Context: an optimization exercise on an open-source flow, tuned for small area, a short achievable clock period and few clock cycles per item. The choices shown serve that exercise and are no tape-out recipe. Function was checked by simulation only, so behaviour that the tests miss may differ from the original.

[config.mk]
export PLATFORM = sky130hd
export DESIGN_NAME = fc_layer_engine
export DESIGN_NICKNAME = fc_layer_engine
export VERILOG_FILES = /design/flow/design.v
export SDC_FILE = /design/flow/constraint.sdc
export NUM_CORES = 4
export LEC_CHECK = 0
export CAP_MARGIN = 20
export CORE_MARGIN = 2
export CORE_UTILIZATION = 40
export SETUP_SLACK_MARGIN = 0.4
export SLEW_MARGIN = 20
[constraint.sdc]
create_clock -name core_clock -period 8.5 [get_ports {clk}]
set_input_delay 1.7000 -clock core_clock [delete_from_list [all_inputs] [get_ports {clk}]]
set_output_delay 1.7000 -clock core_clock [all_outputs]
set_load 0.01 [all_outputs]
[design.v]
package fc_pkg;
    typedef enum logic [1:0] {
        IDLE,
        ACCUM,
        FINAL,
        DRAIN
    } fc_state_t;
    localparam int SAT_W = 64;
    function automatic int idx_w(input int n);
        if (n > 1) begin
            idx_w = $clog2(n);
        end else begin
            idx_w = 1;
        end
    endfunction
    function automatic logic signed [SAT_W-1:0] sat_signed(
        input logic signed [SAT_W-1:0] value,
        input int                      out_width
    );
        logic signed [SAT_W-1:0] hi;
        logic signed [SAT_W-1:0] lo;
        hi = (64'sd1 <<< (out_width - 1)) - 64'sd1;
        lo = -hi - 64'sd1;
        if (value > hi) begin
            sat_signed = hi;
        end else if (value < lo) begin
            sat_signed = lo;
        end else begin
            sat_signed = value;
        end
    endfunction
endpackage
module fc_mac_lane #(
    parameter int DW   = 10,
    parameter int WW   = 9,
    parameter int ACCW = 25
) (
    input  logic                   clk,
    input  logic                   rst_n,
    input  logic                   load,
    input  logic                   acc_en,
    input  logic signed [DW-1:0]   in_data,
    input  logic signed [WW-1:0]   weight,
    output logic signed [ACCW-1:0] acc
);
    logic signed [DW+WW-1:0] w_prod;
    logic signed [ACCW-1:0]  w_prod_ext;
    logic signed [ACCW-1:0]  r_acc;
    assign w_prod     = in_data * weight;
    assign w_prod_ext = ACCW'(w_prod);
    always_ff @(posedge clk or negedge rst_n) begin
        if (!rst_n) begin
            r_acc <= '0;
        end else if (load) begin
            r_acc <= w_prod_ext;
        end else if (acc_en) begin
            r_acc <= r_acc + w_prod_ext;
        end
    end
    assign acc = r_acc;
endmodule
module fc_layer_engine #(
    parameter int N_IN  = 64,
    parameter int N_OUT = 16,
    parameter int DW    = 10,
    parameter int WW    = 9,
    parameter int BW    = 11,
    parameter int ACCW  = 25,
    parameter int OW    = 16,
    parameter int SHIFT = 0
) (
    input  logic                       clk,
    input  logic                       rst_n,
    input  logic                       in_valid,
    input  logic [DW-1:0]              in_data,
    output logic                       in_ready,
    output logic [fc_pkg::idx_w(N_IN)-1:0] w_addr,
    input  logic [N_OUT*WW-1:0]        weight,
    input  logic [N_OUT*BW-1:0]        bias,
    output logic                       out_valid,
    input  logic                       out_ready,
    output logic [OW-1:0]              out_data,
    output logic [fc_pkg::idx_w(N_OUT)-1:0] out_idx,
    output logic                       layer_done
);
    localparam int IN_W  = fc_pkg::idx_w(N_IN);
    localparam int OUT_W = fc_pkg::idx_w(N_OUT);
    fc_pkg::fc_state_t              r_state;
    fc_pkg::fc_state_t              w_next_state;
    logic [IN_W-1:0]        r_in_cnt;
    logic [OUT_W-1:0]       r_out_idx;
    logic                   r_done;
    logic signed [OW-1:0]   r_obuf [N_OUT];
    logic signed [OW-1:0]   w_res  [N_OUT];
    logic signed [ACCW-1:0] w_acc  [N_OUT];
    logic                   w_in_fire;
    logic                   w_last_in;
    logic                   w_out_fire;
    logic                   w_last_out;
    assign in_ready   = rst_n && ((r_state == fc_pkg::IDLE) || (r_state == fc_pkg::ACCUM));
    assign w_in_fire  = in_valid && in_ready;
    assign w_last_in  = w_in_fire && (r_in_cnt == IN_W'(N_IN - 1));
    assign out_valid  = (r_state == fc_pkg::DRAIN);
    assign w_out_fire = out_valid && out_ready;
    assign w_last_out = w_out_fire && (r_out_idx == OUT_W'(N_OUT - 1));
    assign w_addr     = r_in_cnt;
    assign out_idx    = r_out_idx;
    assign out_data   = out_valid ? r_obuf[r_out_idx] : '0;
    assign layer_done = r_done;
    always_ff @(posedge clk or negedge rst_n) begin
        if (!rst_n) begin
            r_state <= fc_pkg::IDLE;
        end else begin
            r_state <= w_next_state;
        end
    end
    always_comb begin
        w_next_state = r_state;
        case (r_state)
            fc_pkg::IDLE:    if (w_in_fire) w_next_state = w_last_in ? fc_pkg::FINAL : fc_pkg::ACCUM;
            fc_pkg::ACCUM:   if (w_last_in) w_next_state = fc_pkg::FINAL;
            fc_pkg::FINAL:   w_next_state = fc_pkg::DRAIN;
            fc_pkg::DRAIN:   if (w_last_out) w_next_state = fc_pkg::IDLE;
            default: w_next_state = fc_pkg::IDLE;
        endcase
    end
    always_ff @(posedge clk or negedge rst_n) begin
        if (!rst_n) begin
            r_in_cnt  <= '0;
            r_out_idx <= '0;
            r_done    <= 1'b0;
        end else begin
            r_done <= w_last_out;
            if (w_in_fire) begin
                r_in_cnt <= w_last_in ? '0 : r_in_cnt + IN_W'(1);
            end
            if (w_last_out) begin
                r_out_idx <= '0;
            end else if (w_out_fire) begin
                r_out_idx <= r_out_idx + OUT_W'(1);
            end
        end
    end
    genvar k;
    generate
        for (k = 0; k < N_OUT; k++) begin : g_lane
            logic signed [ACCW:0]   w_sum;
            logic signed [ACCW:0]   w_shifted;
            logic signed [OW-1:0]   w_clip;
            fc_mac_lane #(
                .DW   (DW),
                .WW   (WW),
                .ACCW (ACCW)
            ) u_lane (
                .clk     (clk),
                .rst_n   (rst_n),
                .load    (w_in_fire && (r_state == fc_pkg::IDLE)),
                .acc_en  (w_in_fire && (r_state == fc_pkg::ACCUM)),
                .in_data (in_data),
                .weight  (weight[k*WW +: WW]),
                .acc     (w_acc[k])
            );
            assign w_sum     = (ACCW+1)'(w_acc[k]) + (ACCW+1)'($signed(bias[k*BW +: BW]));
            assign w_shifted = w_sum >>> SHIFT;
            assign w_clip    = OW'(fc_pkg::sat_signed(fc_pkg::SAT_W'(w_shifted), OW));
            assign w_res[k]  = w_clip;
        end
    endgenerate
    always_ff @(posedge clk or negedge rst_n) begin
        if (!rst_n) begin
            for (int i = 0; i < N_OUT; i++) begin
                r_obuf[i] <= '0;
            end
        end else if (r_state == fc_pkg::FINAL) begin
            for (int i = 0; i < N_OUT; i++) begin
                r_obuf[i] <= w_res[i];
            end
        end
    end
endmodule
[run.sh]
#!/bin/bash
# synth_recipe.tcl (not shown) runs the flow's synth.tcl, then flattens the netlist and writes it again
# the make line also repeats each setting of config.mk as NAME=value (left out here)
make -C /OpenROAD-flow-scripts/flow DESIGN_CONFIG=/design/flow/config.mk WORK_HOME=/design/flow/orfs CLKGATE_MAP_FILE= SYNTH_SCRIPT=/design/flow/synth_recipe.tcl finish
==> results.toml <==
[outcome]
outcome = "timing/DRC/antenna clean"

[die]
die_h_um = 548
io_pins = 363
std_cell_rows = 199
dieArea_um2 = 301000
floorplan.initialDensity_pct = 40.3
core_um2 = 294000
die_w_um = 548

[cts]
numCtsBuffers = 89
cts_root_buf = "clkbuf_16"
cts_tree = "built"
clk_pin_slew_ns = 0.07
h-tree-depth = 3
clockBufferDepth = 3
clk_latency_ns = 0.76
cts.sinks = 669

[critical_path]
crit_path_frequent_cell = "fa_1"
required_ns = 9.09
start_kind = "input port"
cp_slowest_cell = "fa_1"
critical_path.top_delay_family = "adder cells"
end_kind = "flop"
cp_max_fo = 4
max_stage_delay_ns = 0.55
crit_type = "in2reg"
cp.buffers_inverters = 7
crit_arrival_ns = 8.54

[synthesis]
syn_area_per_cell_um2 = 8.38
synth_ff_type = "dfrtp_1"
synth_edf_count = 0
netlist_instances = 14200
synthesis.area_um2 = 119000
yosys_warnings = 7
ys_ff_latch = 669
async_flop_share_pct = 100
synth.distinct_cells = 103
ys_seq_area_share_pct = 14.1
syn-num-nets = 17200

[placed_design]
place_hpwl_mm = 338
gp_congestion = 0.994
port_buffers = 362
dpl-instance-area_um2 = 137000

[drt]
viasPerCell = 5.43
route.vias.total = 107000
ant_nets = 0
wl_per_cell_um = 21.2
first_iter_violations = 7559
drt-pass1-iter-count = 7
drc = 0
drt-total-wl_mm = 416

[sta]
finalCritPeriodShare_pct = 93.5
period_needed_ns = 7.95
finalSetupViolations = 0
rsz0062_at_grt = "yes"
setup-tns-final_ns = 0
hold_viol = 0
fmaxAchievable_mhz = 126
max_slew_margin_pct = 22.0
finalMaxSlewViolations = 0
finalClockSkew_ns = 0.0473
worst_slew_pin_slew_ns = 1.17

[global_routing]
grt_max_degree = 194
overflow = 0
antenna_found_initial = 80
grt_pass1_vias = 104000
grt_pass1_wl_mm = 618
track_usage_pct = 26.6

[finish]
nets = 18700
drive_above_1_share_pct = 13.8
area_growth_pct = 20.6
finalInstanceArea_um2 = 143000

[hold_path]
holdCritPathClass = "reg2reg"

[run]
maxCapViolCount = 0
Yosys cell counts (76+ instances only):
master / n / area share, %
nand4_1: 85 / 0.45
a211oi_1: 91 / 0.58
a21o_1: 346 / 2.2
nand2b_1: 158 / 0.83
and3_1: 109 / 0.58
ha_1: 1465 / 15
clkbuf_1: 463 / 1.5
a21oi_1: 1050 / 4.4
dfrtp_1: 669 / 14
nor2_1: 1081 / 3.4
fa_1: 1264 / 21
nor2b_1: 122 / 0.64
nor3_1: 225 / 0.95
nand2_1: 1503 / 4.8
a31oi_1: 115 / 0.61
or3_1: 81 / 0.43
o21ai_0: 720 / 3.0
xnor2_1: 589 / 4.4
xor2_1: 285 / 2.1
o21bai_1: 100 / 0.63
o21a_1: 130 / 0.82
mux2i_1: 76 / 0.64
and2_1: 633 / 3.3
inv_1: 1559 / 4.9
nand3_1: 180 / 0.76
what timing repair did:
| action | in CTS | in global routing |
|---|---|---|
| hold buffers | 0 | 0 |
| pin swaps | 40 | 181 |
| cloned | 0 | 14 |
| buffers inserted | 15 | 64 |
| resized for setup | 91 | 440 |
| setup endpoints to repair | 47 | 112 |
metal layers:
metal / routed length, µm / up-vias / track usage (%)
met5: 97 / - / 0
met4: 24200 / 16 / 13.1
met3: 25700 / 716 / 3.83
met2: 197000 / 2798 / 44.9
met1: 169000 / 52300 / 33.2
li1: - / 50800 / -
stage by stage:
stage	instances	hold slack [ns]	util (%)	worst slack (ns)
3_3_place_gp	19300	0.462	46.5	-0.633
5_1_grt	19600	0.505	48.6	0.303
6_report	19600	0.499	48.6	0.555
3_5_place_dp	19300	0.488	46.5	-0.802
2_1_floorplan	14200	0.451	-	-0.0815
4_1_cts	19500	0.503	47.7	0.345
registers in the layout (all words and copies together), names as in the netlist:
| signal | flops |
|---|---|
| r_obuf | 256 |
| r_done | 1 |
| r_out_idx | 4 |
| r_state | 2 |
| g_lane.u_lane.r_acc | 400 |
| r_in_cnt | 6 |
logic make-up after synthesis:
kind of cell / share of synthesized area (%)
AOI/OAI and AO/OA: 17.7
adders and majority gates: 36.8
muxes: 0.718
and+or+nand+nor: 17.4
buffers and inverters: 6.78
DFF: 14.1
xor gates and xnor gates: 6.46
cell usage in the layout (no fill, tap or decap), types with 37 or more instances in the layout:
cell and instances:
nor4_1 37, a21oi_2 48, nand2b_1 156, a21o_1 345, dlymetal6s2s_1 49, o211ai_1 74, xnor2_1 576, and3_1 107
fa_1 1249, o21bai_1 99, a22oi_1 59, or3_1 78, buf_12 48, or2_2 50, nand2_1 1489, inv_1 1551
diode_2 45, o21ai_0 641, clkbuf_16 103, nor3_1 216, mux2i_1 75, nand3_1 175, o31ai_1 38, and2_1 628
dfrtp_1 669, nor2_1 1070, xor2_1 280, nand4_1 85, a221oi_1 43, nor2b_1 113, a21oi_1 1003, o21a_1 130
ha_1 1433, clkdlybuf4s50_1 279, o21ai_1 54, buf_4 1451, a211oi_1 80, a31oi_1 104
worst paths after layout:
path / start / endpoint / slack, ns / cells past startpoint
max: weight[55] / g_lane[6].u_lane.r_acc[24] / 0.55 / 32
min: r_in_cnt[4] / r_in_cnt[4] / 0.50 / 1
max reg2reg: g_lane[15].u_lane.r_acc[1] / r_obuf[15][12] / 3.40 / 13
min reg2reg: r_in_cnt[4] / r_in_cnt[4] / 0.50 / 1
max in group asynchronous: rst_n / g_lane[15].u_lane.r_acc[11] / 4.54 / 4
min in group asynchronous: rst_n / g_lane[1].u_lane.r_acc[6] / 0.92 / 1
final cells by class:
type	instances	area [µm²]
clock inverter	56	880
sequential	669	16700
multi-input combinational	11400	95500
fill	28600	151000
timing repair buffer	1911	16600
clock buffer	108	2410
antenna	45	113
tap	3919	4900
inverter	1561	5870
Testbench counts, summed over its fixed seeds: cycles 15,552, items 192.

[static timing again, ports no longer ideal]
The results above use ideal ports. As a check the final layout listed here was re-extracted and re-timed, cells and wires unchanged.
Step 1: set_driving_cell puts a clkbuf_16 on clk and a buf_2 on each other input, an assumption about the parent block.
Step 2 adds t to the input delays and takes it off the output delays; t is the mean of the earliest and latest rising clock arrival at the registers after step 1. Input paths then give back, and output paths get back, about the clock's delay inside the block.
Three values: ideal, step 1, step 2; two values: the first two.
shift t [ns]: 0.840
slack for setup (ns): 0.555 / 0.389 / -0.451
hold WS [ns]: 0.499 / 0.499 / 0.499
worst setup path after step 2: input to register
worst register clock-pin slew, ns: 0.07 / 0.07
Met with ideal ports but missed after step 2: setup timing in this run. The setup slack of this run moves by -0.166 ns with the drivers and by -1.006 ns with both steps.
